This is an optimization exercise on Yosys and OpenROAD, whose aim is small area and few clock cycles per item, not a production implementation.
At most, simulation tests tie the RTL to the original design; equivalence was not proved.
Only the layout flow was run in run 2; the RTL was not checked for function there.

==> flow/design.v, too long to show whole: its modules and the start of the top module <==
// module gaze_smoothed_zoom_crop_top: 1831 lines
// module gszc_fa: 4 lines
// module gszc_ha: 4 lines
// module gszc_han: 4 lines
module gaze_smoothed_zoom_crop_top (
	input  wire logic                                 clk,
	input  wire logic                                 arst_n,
	input  wire logic                                 gaze_valid,
	output wire logic                                 gaze_ready,
	input  wire logic signed [gszc_pkg::GAZE_W-1:0]   gaze_x,
	input  wire logic signed [gszc_pkg::GAZE_W-1:0]   gaze_y,
	input  wire logic                                 cfg_valid,
	output wire logic                                 cfg_ready,
	input  wire logic [gszc_pkg::CFG_IDX_W-1:0]       cfg_index,
	input  wire logic [gszc_pkg::CROP_W-1:0]          cfg_data,
	output wire logic                                 result_valid,
	input  wire logic                                 result_ready,
	output logic signed [gszc_pkg::GAZE_W-1:0]        result_center_x,
	output logic signed [gszc_pkg::GAZE_W-1:0]        result_center_y,
	output logic        [gszc_pkg::CROP_W-1:0]        result_crop_width,
	output logic        [gszc_pkg::CROP_W-1:0]        result_crop_height,
	output logic signed [gszc_pkg::CORNER_W-1:0]      result_corner_x,
	output logic signed [gszc_pkg::CORNER_W-1:0]      result_corner_y
);
  // ...
==> flow/run.sh <==
#!/bin/bash
# synth_recipe.tcl (not shown) runs the flow's synth.tcl, then flattens the netlist and writes it again
# the make line also repeats each setting of config.mk as NAME=value (left out here)
make -C /OpenROAD-flow-scripts/flow DESIGN_CONFIG=/design/flow/config.mk WORK_HOME=/design/flow/orfs CLKGATE_MAP_FILE= SYNTH_SCRIPT=/design/flow/synth_recipe.tcl finish
==> flow/config.mk <==
export PLATFORM = sky130hd
export DESIGN_NAME = gaze_smoothed_zoom_crop_top
export DESIGN_NICKNAME = gaze_smoothed_zoom_crop_top
export VERILOG_FILES = /design/flow/design.v
export SDC_FILE = /design/flow/constraint.sdc
export NUM_CORES = 4
export LEC_CHECK = 0
export CAP_MARGIN = 20
export CORE_MARGIN = 2
export CORE_UTILIZATION = 40
export CTS_CLUSTER_DIAMETER = 100
export CTS_CLUSTER_SIZE = 30
export SLEW_MARGIN = 20
export SYNTH_HIERARCHICAL = 1
export SYNTH_MINIMUM_KEEP_SIZE = 0
==> flow/constraint.sdc <==
create_clock -name core_clock -period 9.0 [get_ports {clk}]
set_input_delay 1.8000 -clock core_clock [delete_from_list [all_inputs] [get_ports {clk}]]
set_output_delay 1.8000 -clock core_clock [all_outputs]
set_load 0.01 [all_outputs]
==> flow_metrics.py, run 1 <==
metrics = {
    "hold_path": {
        "whs_endpoint": "win_y_q[0][11]",
    },
    "critical_path": {
        "crit_cells": 30,
        "slowest_delay_ps": 520,
        "end_kind": "flip-flop",
        "critPathMaxFanout": 6,
    },
    "place": {
        "dp.cells": 4612,
        "hpwl_um": 64100,
    },
    "routing": {
        "met3_length_um": 2390,
        "drtIter0Drc": 905,
        "vias": 23000,
        "route.antenna.remaining_nets": 0,
    },
    "final_layout": {
        "fin_util_pct": 44.2,
        "mostFrequentLayoutCells": "602 x fa_1, 405 x ha_1, 404 x edfxtp_1",
        "clkCellAreaFrac_pct": 1.98,
        "nMultiInputCombCells": 2315,
        "multi_input_area_share_pct": 55.6,
    },
    "yosys": {
        "synth_largest_area_cell": "edfxtp_1",
        "ys.warnings.count": 11,
        "ys_ff_latch": 546,
        "async_flop_share_pct": 21.2,
        "synth_compound_area_share_pct": 5.40,
    },
    "global_routing": {
        "met1_usage_pct": 21.9,
        "grt_util_met2_pct": 27.7,
    },
    "sta": {
        "finalCritPeriodShare_pct": 96.0,
        "max_freq_ghz": 0.116,
    },
    "status": {
        "status": "timing/DRC/antenna clean",
    },
    "floorplanning": {
        "tapCellCount": 1391,
    },
}
Testbench counts, summed over its fixed seeds: cycles 9,632, items 9,528.
==> run 2, diff against run 1 <==
--- a/flow/design.v
+++ b/flow/design.v
@@ -1094,19 +1094,25 @@
 	wire wmul_233, wmul_234;
 	gszc_fa u_wmul_233 (.a(wmul_197), .b((move_b[0] & mag_w[2])), .c(wmul_232), .s(wmul_233), .co(wmul_234));
 	wire wmul_235, wmul_236;
 	gszc_fa u_wmul_235 (.a(wmul_199), .b(wmul_198), .c(wmul_234), .s(wmul_235), .co(wmul_236));
 	wire wmul_237, wmul_238;
 	gszc_fa u_wmul_237 (.a(wmul_201), .b(wmul_200), .c(wmul_236), .s(wmul_237), .co(wmul_238));
 	wire wmul_239, wmul_240;
 	gszc_fa u_wmul_239 (.a(wmul_203), .b(wmul_202), .c(wmul_238), .s(wmul_239), .co(wmul_240));
-	wire [13:0] wmul_241 = {1'b0, wmul_229, wmul_227, wmul_225, wmul_223, wmul_221, wmul_219, wmul_217, wmul_215, wmul_213, wmul_211, wmul_209, wmul_207, wmul_205} + {1'b0, wmul_228, wmul_226, wmul_224, wmul_222, wmul_220, wmul_218, wmul_216, wmul_214, wmul_212, wmul_210, wmul_208, wmul_206, wmul_204} + 14'(wmul_240);
-	assign p_w_b = {wmul_241[12], wmul_241[11], wmul_241[10], wmul_241[9], wmul_241[8], wmul_241[7], wmul_241[6], wmul_241[5], wmul_241[4], wmul_241[3], wmul_241[2], wmul_241[1], wmul_241[0], wmul_239, wmul_237, wmul_235, wmul_233, wmul_231, (move_b[0] & mag_w[0])};
-	assign wmul_co = wmul_241[13];
+	wire wmul_241, wmul_242;
+	gszc_fa u_wmul_241 (.a(wmul_205), .b(wmul_204), .c(wmul_240), .s(wmul_241), .co(wmul_242));
+	wire wmul_243, wmul_244;
+	gszc_fa u_wmul_243 (.a(wmul_207), .b(wmul_206), .c(wmul_242), .s(wmul_243), .co(wmul_244));
+	wire wmul_245, wmul_246;
+	gszc_fa u_wmul_245 (.a(wmul_209), .b(wmul_208), .c(wmul_244), .s(wmul_245), .co(wmul_246));
+	wire [10:0] wmul_247 = {1'b0, wmul_229, wmul_227, wmul_225, wmul_223, wmul_221, wmul_219, wmul_217, wmul_215, wmul_213, wmul_211} + {1'b0, wmul_228, wmul_226, wmul_224, wmul_222, wmul_220, wmul_218, wmul_216, wmul_214, wmul_212, wmul_210} + 11'(wmul_246);
+	assign p_w_b = {wmul_247[9], wmul_247[8], wmul_247[7], wmul_247[6], wmul_247[5], wmul_247[4], wmul_247[3], wmul_247[2], wmul_247[1], wmul_247[0], wmul_245, wmul_243, wmul_241, wmul_239, wmul_237, wmul_235, wmul_233, wmul_231, (move_b[0] & mag_w[0])};
+	assign wmul_co = wmul_247[10];
 	assign ovf_w_b = (move_b[13] & mag_w[6]) | (move_b[12] & mag_w[7]) | (move_b[13] & mag_w[7]) | (move_b[11] & mag_w[8]) | (move_b[12] & mag_w[8]) | (move_b[13] & mag_w[8]) | (move_b[10] & mag_w[9]) | (move_b[11] & mag_w[9]) | (move_b[12] & mag_w[9]) | (move_b[13] & mag_w[9]) | (move_b[9] & mag_w[10]) | (move_b[10] & mag_w[10]) | (move_b[11] & mag_w[10]) | (move_b[12] & mag_w[10]) | (move_b[13] & mag_w[10]) | (move_b[8] & mag_w[11]) | (move_b[9] & mag_w[11]) | (move_b[10] & mag_w[11]) | (move_b[11] & mag_w[11]) | (move_b[12] & mag_w[11]) | (move_b[13] & mag_w[11]) | wmul_104 | wmul_106 | wmul_162 | wmul_164 | wmul_196 | wmul_230 | wmul_co;
 	wire hmul_co;
 	wire hmul_1, hmul_2;
 	gszc_ha u_hmul_1 (.a((move_b[9] & mag_h[0])), .b((move_b[8] & mag_h[1])), .s(hmul_1), .co(hmul_2));
 	wire hmul_3, hmul_4;
 	gszc_fa u_hmul_3 (.a((move_b[10] & mag_h[0])), .b((move_b[9] & mag_h[1])), .c((move_b[8] & mag_h[2])), .s(hmul_3), .co(hmul_4));
 	wire hmul_5, hmul_6;
 	gszc_ha u_hmul_5 (.a((move_b[7] & mag_h[3])), .b((move_b[6] & mag_h[4])), .s(hmul_5), .co(hmul_6));
@@ -1339,19 +1345,25 @@
 	wire hmul_233, hmul_234;
 	gszc_fa u_hmul_233 (.a(hmul_197), .b((move_b[0] & mag_h[2])), .c(hmul_232), .s(hmul_233), .co(hmul_234));
 	wire hmul_235, hmul_236;
 	gszc_fa u_hmul_235 (.a(hmul_199), .b(hmul_198), .c(hmul_234), .s(hmul_235), .co(hmul_236));
 	wire hmul_237, hmul_238;
 	gszc_fa u_hmul_237 (.a(hmul_201), .b(hmul_200), .c(hmul_236), .s(hmul_237), .co(hmul_238));
 	wire hmul_239, hmul_240;
 	gszc_fa u_hmul_239 (.a(hmul_203), .b(hmul_202), .c(hmul_238), .s(hmul_239), .co(hmul_240));
-	wire [13:0] hmul_241 = {1'b0, hmul_229, hmul_227, hmul_225, hmul_223, hmul_221, hmul_219, hmul_217, hmul_215, hmul_213, hmul_211, hmul_209, hmul_207, hmul_205} + {1'b0, hmul_228, hmul_226, hmul_224, hmul_222, hmul_220, hmul_218, hmul_216, hmul_214, hmul_212, hmul_210, hmul_208, hmul_206, hmul_204} + 14'(hmul_240);
-	assign p_h_b = {hmul_241[12], hmul_241[11], hmul_241[10], hmul_241[9], hmul_241[8], hmul_241[7], hmul_241[6], hmul_241[5], hmul_241[4], hmul_241[3], hmul_241[2], hmul_241[1], hmul_241[0], hmul_239, hmul_237, hmul_235, hmul_233, hmul_231, (move_b[0] & mag_h[0])};
-	assign hmul_co = hmul_241[13];
+	wire hmul_241, hmul_242;
+	gszc_fa u_hmul_241 (.a(hmul_205), .b(hmul_204), .c(hmul_240), .s(hmul_241), .co(hmul_242));
+	wire hmul_243, hmul_244;
+	gszc_fa u_hmul_243 (.a(hmul_207), .b(hmul_206), .c(hmul_242), .s(hmul_243), .co(hmul_244));
+	wire hmul_245, hmul_246;
+	gszc_fa u_hmul_245 (.a(hmul_209), .b(hmul_208), .c(hmul_244), .s(hmul_245), .co(hmul_246));
+	wire [10:0] hmul_247 = {1'b0, hmul_229, hmul_227, hmul_225, hmul_223, hmul_221, hmul_219, hmul_217, hmul_215, hmul_213, hmul_211} + {1'b0, hmul_228, hmul_226, hmul_224, hmul_222, hmul_220, hmul_218, hmul_216, hmul_214, hmul_212, hmul_210} + 11'(hmul_246);
+	assign p_h_b = {hmul_247[9], hmul_247[8], hmul_247[7], hmul_247[6], hmul_247[5], hmul_247[4], hmul_247[3], hmul_247[2], hmul_247[1], hmul_247[0], hmul_245, hmul_243, hmul_241, hmul_239, hmul_237, hmul_235, hmul_233, hmul_231, (move_b[0] & mag_h[0])};
+	assign hmul_co = hmul_247[10];
 	assign ovf_h_b = (move_b[13] & mag_h[6]) | (move_b[12] & mag_h[7]) | (move_b[13] & mag_h[7]) | (move_b[11] & mag_h[8]) | (move_b[12] & mag_h[8]) | (move_b[13] & mag_h[8]) | (move_b[10] & mag_h[9]) | (move_b[11] & mag_h[9]) | (move_b[12] & mag_h[9]) | (move_b[13] & mag_h[9]) | (move_b[9] & mag_h[10]) | (move_b[10] & mag_h[10]) | (move_b[11] & mag_h[10]) | (move_b[12] & mag_h[10]) | (move_b[13] & mag_h[10]) | (move_b[8] & mag_h[11]) | (move_b[9] & mag_h[11]) | (move_b[10] & mag_h[11]) | (move_b[11] & mag_h[11]) | (move_b[12] & mag_h[11]) | (move_b[13] & mag_h[11]) | hmul_104 | hmul_106 | hmul_162 | hmul_164 | hmul_196 | hmul_230 | hmul_co;
 	always_ff @(posedge clk or negedge arst_n) begin
 		if (!arst_n) v_s3 <= 1'b0;
 		else if (rdy_s3) v_s3 <= v_s2;
 	end
 	always_ff @(posedge clk) begin
 		if (rdy_s3 && v_s2) begin
 			cx_s3    <= cx_s2;
@@ -1816,18 +1828,22 @@
 wire xcn_31, xcn_32;
 gszc_fa u_xcn_31 (.a(xcn_7), .b(xcn_6), .c(xcn_30), .s(xcn_31), .co(xcn_32));
 wire xcn_33, xcn_34;
 gszc_fa u_xcn_33 (.a(xcn_9), .b(xcn_8), .c(xcn_32), .s(xcn_33), .co(xcn_34));
 wire xcn_35, xcn_36;
 gszc_fa u_xcn_35 (.a(xcn_11), .b(xcn_10), .c(xcn_34), .s(xcn_35), .co(xcn_36));
 wire xcn_37, xcn_38;
 gszc_fa u_xcn_37 (.a(xcn_13), .b(xcn_12), .c(xcn_36), .s(xcn_37), .co(xcn_38));
-wire [7:0] xcn_39 = {1'b0, 1'b1, ~result_center_x[12], xcn_23, xcn_21, xcn_19, xcn_17, xcn_15} + {1'b0, 1'b0, xcn_24, xcn_22, xcn_20, xcn_18, xcn_16, xcn_14} + 8'(xcn_38);
-assign result_corner_x = {xcn_39[6], xcn_39[5], xcn_39[4], xcn_39[3], xcn_39[2], xcn_39[1], xcn_39[0], xcn_37, xcn_35, xcn_33, xcn_31, xcn_29, xcn_27, xcn_25};
+wire xcn_39, xcn_40;
+gszc_fa u_xcn_39 (.a(xcn_15), .b(xcn_14), .c(xcn_38), .s(xcn_39), .co(xcn_40));
+wire xcn_41, xcn_42;
+gszc_fa u_xcn_41 (.a(xcn_17), .b(xcn_16), .c(xcn_40), .s(xcn_41), .co(xcn_42));
+wire [5:0] xcn_43 = {1'b0, 1'b1, ~result_center_x[12], xcn_23, xcn_21, xcn_19} + {1'b0, 1'b0, xcn_24, xcn_22, xcn_20, xcn_18} + 6'(xcn_42);
+assign result_corner_x = {xcn_43[4], xcn_43[3], xcn_43[2], xcn_43[1], xcn_43[0], xcn_41, xcn_39, xcn_37, xcn_35, xcn_33, xcn_31, xcn_29, xcn_27, xcn_25};
 	wire ycn_1, ycn_2;
 gszc_ha u_ycn_1 (.a(result_center_y[0]), .b(~ch_s4[1]), .s(ycn_1), .co(ycn_2));
 wire ycn_3, ycn_4;
 gszc_ha u_ycn_3 (.a(result_center_y[1]), .b(~ch_s4[2]), .s(ycn_3), .co(ycn_4));
 wire ycn_5, ycn_6;
 gszc_ha u_ycn_5 (.a(result_center_y[2]), .b(~ch_s4[3]), .s(ycn_5), .co(ycn_6));
 wire ycn_7, ycn_8;
 gszc_ha u_ycn_7 (.a(result_center_y[3]), .b(~ch_s4[4]), .s(ycn_7), .co(ycn_8));
@@ -1856,18 +1872,22 @@
 wire ycn_31, ycn_32;
 gszc_fa u_ycn_31 (.a(ycn_7), .b(ycn_6), .c(ycn_30), .s(ycn_31), .co(ycn_32));
 wire ycn_33, ycn_34;
 gszc_fa u_ycn_33 (.a(ycn_9), .b(ycn_8), .c(ycn_32), .s(ycn_33), .co(ycn_34));
 wire ycn_35, ycn_36;
 gszc_fa u_ycn_35 (.a(ycn_11), .b(ycn_10), .c(ycn_34), .s(ycn_35), .co(ycn_36));
 wire ycn_37, ycn_38;
 gszc_fa u_ycn_37 (.a(ycn_13), .b(ycn_12), .c(ycn_36), .s(ycn_37), .co(ycn_38));
-wire [7:0] ycn_39 = {1'b0, 1'b1, ~result_center_y[12], ycn_23, ycn_21, ycn_19, ycn_17, ycn_15} + {1'b0, 1'b0, ycn_24, ycn_22, ycn_20, ycn_18, ycn_16, ycn_14} + 8'(ycn_38);
-assign result_corner_y = {ycn_39[6], ycn_39[5], ycn_39[4], ycn_39[3], ycn_39[2], ycn_39[1], ycn_39[0], ycn_37, ycn_35, ycn_33, ycn_31, ycn_29, ycn_27, ycn_25};
+wire ycn_39, ycn_40;
+gszc_fa u_ycn_39 (.a(ycn_15), .b(ycn_14), .c(ycn_38), .s(ycn_39), .co(ycn_40));
+wire ycn_41, ycn_42;
+gszc_fa u_ycn_41 (.a(ycn_17), .b(ycn_16), .c(ycn_40), .s(ycn_41), .co(ycn_42));
+wire [5:0] ycn_43 = {1'b0, 1'b1, ~result_center_y[12], ycn_23, ycn_21, ycn_19} + {1'b0, 1'b0, ycn_24, ycn_22, ycn_20, ycn_18} + 6'(ycn_42);
+assign result_corner_y = {ycn_43[4], ycn_43[3], ycn_43[2], ycn_43[1], ycn_43[0], ycn_41, ycn_39, ycn_37, ycn_35, ycn_33, ycn_31, ycn_29, ycn_27, ycn_25};
 	assign result_valid       = v_s4;
 endmodule
 `default_nettype wire
 module gszc_fa (input wire logic a, input wire logic b, input wire logic c, output wire logic s, output wire logic co);
 	assign s  = a ^ b ^ c;
 	assign co = (a & b) | (a & c) | (b & c);
 endmodule
 module gszc_ha (input wire logic a, input wire logic b, output wire logic s, output wire logic co);
==> run 2 against run 1 <==
Critical endpoint is now cw_s4[11]. Critical path type unchanged. Cell count down 1.6%. Maximum frequency is 0.50% higher. Worst setup slack better by 43 ps. Highest routed layer unchanged.
==> flow_metrics.py, run 2 <==
metrics = {
    "status": {
        "status": "timing/DRC/antenna clean",
    },
    "critical_path": {
        "slowest_stage": "fa_1",
        "critPathArrivalTime_ps": 8940,
        "rr_worst_depth": 31,
        "crit_start": "p_w_s3[0]",
        "critPathMaxFanout": 6,
        "crit_end": "cw_s4[11]",
        "end_kind": "flip-flop",
        "cp_common_cell": "fa_1",
        "required_ps": 9340,
        "critPathKind": "flip-flop to flip-flop",
        "worst_setup_path_start_kind": "flip-flop",
        "r2r-end": "cw_s4[11]",
        "reg2reg_from": "p_w_s3[0]",
        "slowest_delay_ps": 560,
        "r2r_slack_ps": 410,
    },
    "sta": {
        "final_hold_viol_count": 0,
        "setup_violations": 0,
        "min_period_ps": 8590,
        "skew_ps": 42.6,
        "max_freq_ghz": 0.116,
        "finalCritPeriodShare_pct": 95.5,
        "setup_ws_ps": 406,
        "slew_headroom_pct": 29.6,
        "drv_slew": 0,
        "tightest_slew_ps": 1060,
    },
    "yosys": {
        "yosysSeqAreaShare_pct": 37.4,
        "synth-main-ff-cell": "edfxtp_1",
        "syn_area_um2": 41600,
        "ys_ff_latch": 546,
        "synthCells": 3002,
        "yosysTopAreaCellShare_pct": 29.6,
        "async_flop_share_pct": 21.2,
        "ys_top_cells_by_count": "616 x fa_1, 404 x edfxtp_1, 395 x ha_1",
        "synth_largest_area_cell": "fa_1",
        "synth-edff-count": 404,
        "syn_area_per_cell_um2": 13.9,
        "yosysMostFrequentCell": "fa_1",
        "synth_cell_types": 58,
        "ys.warnings.count": 11,
        "synth_area_leaders": "fa_1 30%, edfxtp_1 29%, ha_1 12%, dfrtp_1 6.0%, and2_1 4.2%",
    },
    "final_layout": {
        "drive_gt1_share_pct": 7.41,
        "mostFrequentLayoutCells": "615 x fa_1, 404 x edfxtp_1, 395 x ha_1",
        "synthToLayoutAreaGrowth_pct": 11.2,
        "final_common_cell": "fa_1",
        "n_fill_cell": 9364,
        "largestRegisters": "win_x_q: 130 flops, win_y_q: 130 flops",
        "fin_util_pct": 44.8,
        "finalNetCount": 4246,
    },
    "floorplanning": {
        "coreArea_um2": 103000,
        "die_h_um": 326,
        "std_cell_rows": 118,
        "start_util_pct": 40.2,
        "die_area_um2": 107000,
        "die-width_um": 326,
        "io_pins": 128,
    },
    "clocking": {
        "clock-root-buffer": "clkbuf_16",
        "cts_tree": "done",
        "cts_sinks": 546,
        "htreeDepth": 2,
        "tritoncts.num_buffers": 34,
        "ctsHoldBuffers": 0,
        "cts_buffer_depth": 3,
        "insertion_delay_ps": 600,
        "path_clk_slew_ps": 110,
    },
    "place": {
        "port_buffers": 126,
        "post-place-ws_ps": -65.0,
        "hpwl_um": 63700,
        "gp_congestion": 0.835,
    },
    "global_routing": {
        "track_usage_pct": 15.9,
        "grt_overflow_total": 0,
        "grt_pass1_vias": 24200,
        "grt_first_pass_wirelength_um": 133000,
        "grt_max_degree": 160,
        "antenna_found_initial": 1,
    },
    "run": {
        "drv_cap": 0,
    },
    "hold_path": {
        "hp-class": "flip-flop to flip-flop",
    },
    "routing": {
        "drt_first_pass_iters": 5,
        "route.antenna.remaining_nets": 0,
        "vias": 22300,
        "wl_per_cell_um": 18.0,
        "drtIter0Drc": 1078,
        "wl_um": 82600,
        "drc_errors": 0,
        "via_per_inst": 4.86,
    },
}
run 2: cell count changes in the layout (fill, tap and decap cells not counted), sizes merged, moves of 9 or more:
cell,previous run,this run
and2,259,276
a21boi,7,16
nor2,91,68
fa,606,616
buf,56,65
a21o,34,47
xnor2,122,113
ha,405,395
a22oi,20,10
nor2b,74,47
run 2: cells by family after synthesis:
| family | share of synthesized area, % |
|---|---|
| compound gates | 4.62 |
| xor+xnor | 3.83 |
| fa+ha+maj | 41.5 |
| buf+inv | 2.70 |
| flops | 37.4 |
| mux | 1.90 |
| other cells | 0.00902 |
| simple gates | 7.96 |
run 2: final cells by class:
| class | instances | area (um^2) | area share, % |
|---|---|---|---|
| multi-input cells | 2229 | 25200 | 54.5 |
| flip-flops and latches | 546 | 15600 | 33.7 |
| repair buffers | 190 | 1780 | 3.84 |
| well taps | 1380 | 1730 | 3.73 |
| clock buffers | 40 | 895 | 1.93 |
| inverters | 187 | 709 | 1.53 |
| clock inverters | 22 | 370 | 0.801 |
| diodes | 1 | 2.50 | 0.00541 |
run 2: worst min path at each step:
stage | startpoint | end | slack [ps] | cells past startpoint
6_report | win_y_q[5][6] | win_y_q[4][6] | 420 | 0
5_1_grt | win_y_q[7][1] | win_y_q[6][1] | 420 | 0
4_1_cts | win_y_q[7][1] | win_y_q[6][1] | 410 | 0
3_5_place_dp | cx_s3[12] | result_center_x[12] | 400 | 0
3_3_place_gp | cy_s3[3] | result_center_y[3] | 400 | 0
2_1_floorplan | cx_s3[0] | result_center_x[0] | 400 | 0
run 2: timing repair:
item / 4_1_cts / 5_1_grt
resized for setup: 1 / 24
endpoints found under the hold margin: 0 / 0
pin swaps: 0 / 10
cloned: 0 / 2
buffers inserted: 0 / 5
endpoints found under the setup margin: 12 / 25
run 2: Yosys stat by module, one instance, submodules excluded:
module,flip-flops and latches,times used,cells,area [um^2]
gszc_fa,0,596,1,20.0
gaze_smoothed_zoom_crop_top,546,1,2182,26900
gszc_ha,0,224,1,12.5
run 2: per-layer routing:
layer / track usage (%) / share of wire, %
met4: 3.55 / 2.1
met1: 21.6 / 45
met5: 0 / 0
met2: 27.6 / 50
met3: 1.74 / 2.9
run 2: critical path, delay by kind of cell (launching register included):
family	cells	cell delay (ps)
adder cells (fa/ha/maj)	13	5160
AO/OA/AOI/OAI	13	2260
flip-flops	1	430
buffers and inverters	3	310
XOR/XNOR	1	140
AND/OR/NAND/NOR	1	70
run 2: stage by stage:
step	std cells	setup TNS (ps)	cell area (um^2)	hold WS [ps]
4_1_cts	4587	0	46100	406
2_1_floorplan	3052	0	41800	400
3_3_place_gp	4525	-98.3	44800	401
3_5_place_dp	4525	-80.2	44800	405
6_report	4595	0	46300	422
5_1_grt	4594	-137	46300	419

==> static timing again, ports no longer ideal <==
Ports are ideal in the flow. The routed layouts listed here were re-timed in OpenROAD.
Step 1 (the two cells are an assumption about what drives the block):
set clk [get_ports {clk}]
set_driving_cell -lib_cell sky130_fd_sc_hd__clkbuf_16 $clk
set_driving_cell -lib_cell sky130_fd_sc_hd__buf_2 [delete_from_list [all_inputs] $clk]
Step 2 moves the port delays by t, midway between the first and last clock arrival at a register: inputs arrive t later, outputs are due t later. That takes back most of the time a late clock gives input paths.
Three values: no drivers, after step 1, after step 2; two values: the first two.
run | t (ns) | setup WS [ns] | hold slack, ns | worst slew at a driven data input, ns
run 1 | 0.679 | 0.363 / 0.363 / 0.091 | 0.421 / 0.421 / 0.421 | 0.05
run 2 | 0.655 | 0.406 / 0.406 / 0.096 | 0.422 / 0.422 / 0.422 | 0.07
After both steps every run listed still meets setup and hold. The setup slack of run 2, which loses most, moves by 0.000 ns with the drivers and by -0.310 ns with both steps.
